Context: an optimization exercise on an open-source flow, tuned for small area. The choices shown serve that exercise and are no tape-out recipe. The RTL was checked by simulation tests, not by an equivalence proof against the original design. No activity file was given, so power comes from the tool's default toggle rates.

==> flow/design.v (excerpt) <==
module pcs (
    input  wire         gty_tx_usr_clk,
    input  wire         i_arst_n,
    input  pcs_pkg::xgmii_data_t i_xgmii_txd,
    input  pcs_pkg::xgmii_ctrl_t i_xgmii_txc,
    input  wire         i_xgmii_valid,
    output logic        o_xgmii_pause,
    output pcs_pkg::xgmii_data_t o_tx_gearbox_data,
    output logic        o_tx_gearbox_valid,
    output logic        o_tx_encoding_err
);
    logic        hi_q;           
    logic        f0_q;           
    logic        f1_q;           
    logic        f2_q;           
    logic        fresh_q;        
    logic [5:0]  stall_q;        
    logic        run_q;
    logic [5:0]  fill_q;         
    logic        trdy, accept, form, gacc, emit, jhi;
    logic [3:0]  o;              
    assign trdy   = (stall_q != 6'd32);
    assign accept = i_xgmii_valid & trdy;
    assign form   = accept & hi_q;
  ...
clock: 4.5 ns
lec_check: 0
cap_margin: 20
core_margin: 2
core_utilization: 40
slew_margin: 20
run.sh (not shown) runs the stock make flow with config.mk's settings and CLKGATE_MAP_FILE= SYNTH_SCRIPT=/design/flow/synth_recipe.tcl, a recipe that flattens the netlist after the stock synthesis.
The baseline completed without violations.
Edit:
CAP_MARGIN = 0   (was 20)
CORE_UTILIZATION = 65   (was 40)
CTS_BUF_LIST = sky130_fd_sc_hd__clkbuf_8   (was unset)
SLEW_MARGIN = 0   (was 20)
What happened:
- routed wire length came out higher by 1.3%
- first-iteration DRC count came out higher by 49%
- fmax came out higher by 4.3%
- synthesized area is unchanged
Edit:
CORE_UTILIZATION = 40   (was 65)
CTS_BUF_LIST = sky130_fd_sc_hd__clkbuf_4   (was sky130_fd_sc_hd__clkbuf_8)
The new run finished with timing, DRC and antenna clean.
Via count fell by a few percent.
Global-route usage decreases by 13 points.
Power stays flat.
Setup slack improves by 5.9 ps.
Die area goes up by well over a third.
Design area climbs by a few percent.
Sequential share of layout area fell by 0.96 points.
Fmax stays flat.
Count of clock-buffer cells in the layout climbs by 66.
Clock power came out higher by a little under a tenth.
Worst hold slack gets worse by 19 ps.

---

Setup of run a:
pcs, a different RTL version from the one above (not shown whole).
For scale: about 1100 cells after synthesis, about 250 flip-flops, about 74 I/O pins, roughly 13000 sq um of cells after synthesis.
Settings: LEC_CHECK=0, CAP_MARGIN=10, CORE_MARGIN=2, CORE_UTILIZATION=85, GPL_TIMING_DRIVEN=0, SETUP_SLACK_MARGIN=0.1, SLEW_MARGIN=10, SYNTH_HIERARCHICAL=1; clock period 4.5 ns.
standard.sh (not shown) runs the stock make flow with config.mk's settings and CLKGATE_MAP_FILE= SYNTH_SCRIPT=/design/flow/synth_recipe.tcl, a recipe that flattens the netlist after the stock synthesis.
==> flow/flow/run.sh <==
#!/bin/bash
# Standard layout (standard.sh) with three changes:
#  - post_fp.tcl, run at the end of floorplan, removes the synthesis buffers
#    and maps combinational cells to their smallest drive strength; placement
#    and timing repair upsize where needed
#  - the port buffers use buf_1
#  - the clock tree uses sink clusters of up to 25 on clkbuf_16 leaves,
#    clkbuf_8 above them, no dummy loads
set -o pipefail
export POST_FLOORPLAN_TCL="$PWD/flow/post_fp.tcl"
export BUFFER_PORTS_ARGS="-buffer_cell sky130_fd_sc_hd__buf_1"
export CTS_ARGS="-sink_clustering_enable -repair_clock_nets -sink_clustering_size 25 -sink_clustering_max_diameter 80 -buf_list sky130_fd_sc_hd__clkbuf_16 -root_buf sky130_fd_sc_hd__clkbuf_8 -tree_buf sky130_fd_sc_hd__clkbuf_8 -dont_use_dummy_load"
bash standard.sh > standard.log 2>&1
==> flow/flow/post_fp.tcl <==
# Area recovery before placement: drop the buffers synthesis added and map
# each combinational cell to the smallest cell of the same function family
# (same base name, other drive strength); placement repair upsizes again
# where slew, capacitance or timing need it.
remove_buffers
set db [ord::get_db]
set block [ord::get_db_block]
set nswap 0
foreach inst [$block getInsts] {
  set m [$inst getMaster]
  set name [$m getName]
  if {![regexp {^(sky130_fd_sc_hd__[a-z0-9]+)_([0-9]+)$} $name -> base drive]} { continue }
  if {[regexp {df|dl|sdf|edf|conb|tap|fill|decap|clkbuf|clkinv|clkdly|dlygate} $base]} { continue }
  set best $name
  set barea [expr {[$m getWidth] * [$m getHeight]}]
  foreach d {0 1 2 4} {
    set cand ${base}_$d
    if {$cand eq $name} { continue }
    set cm [$db findMaster $cand]
    if {$cm eq "NULL" || $cm eq ""} { continue }
    if {[lsearch $::env(DONT_USE_CELLS) $cand] >= 0} { continue }
    set ca [expr {[$cm getWidth] * [$cm getHeight]}]
    if {$ca < $barea} { set best $cand; set barea $ca }
  }
  if {$best ne $name} {
    replace_cell [$inst getName] $best
    incr nswap
  }
}
puts "post_fp: downsized $nswap cells"
diff inputs: run a => run b
- a change of CORE_UTILIZATION from 85 to 75
[summary]
Run b reached the end of the flow, and the finished layout is clean on the timing, design-rule and antenna checks. Summary — final cell count without fillers, run b relative to run a: higher, by about 2.8%. In the tables for run b and run a, combinational power share reads lower with run b. Compare run b and run a | cell leakage power lower: run a. Comparing run b and run a, data required time of the critical path is higher on run b. Compared with run a, in run b maximum operating frequency went down by 7.2 MHz, final design area excluding fillers went up by 0.67%. Run b vs run a: total routed wire length on the met1 layer up in run b. Comparing run a against run b, there is no change at all in maximum level of the CTS H-tree.

==> afterwards: timing with drivers on the ports <==
How much do the figures lean on ideal ports? The routed layouts below were timed once more, with nothing changed but the port constraints.
Step 1 assumes that a clkbuf_16 drives the clock port and a buf_2 every other input.
Step 2 moves the port delays by t, midway between the first and last clock arrival at a register: inputs arrive t later, outputs are due t later. That takes back most of the time a late clock gives input paths.
Slacks: ideal ports / drivers / drivers and shift; pairs: ideal ports / drivers.
run | t (ns) | setup WS [ns] | worst hold slack (ns)
the first run of note 1 | 0.601 | 0.390 / 0.414 / -0.187 | 0.307 / 0.284 / 0.340
the second run of note 1 | 0.618 | 0.559 / 0.583 / -0.035 | 0.336 / 0.336 / 0.336
the third run of note 1 | 0.774 | 0.565 / 0.587 / -0.187 | 0.317 / 0.317 / 0.317
run a | 0.565 | 0.493 / 0.516 / -0.049 | 0.347 / 0.347 / 0.347
run b | 0.566 | 0.375 / 0.391 / -0.174 | 0.355 / 0.355 / 0.355
Met with ideal ports but missed after step 2: setup timing in every run listed. For the third run of note 1, which loses most, drivers alone change the setup slack by +0.022 ns; drivers and shift together by -0.752 ns.
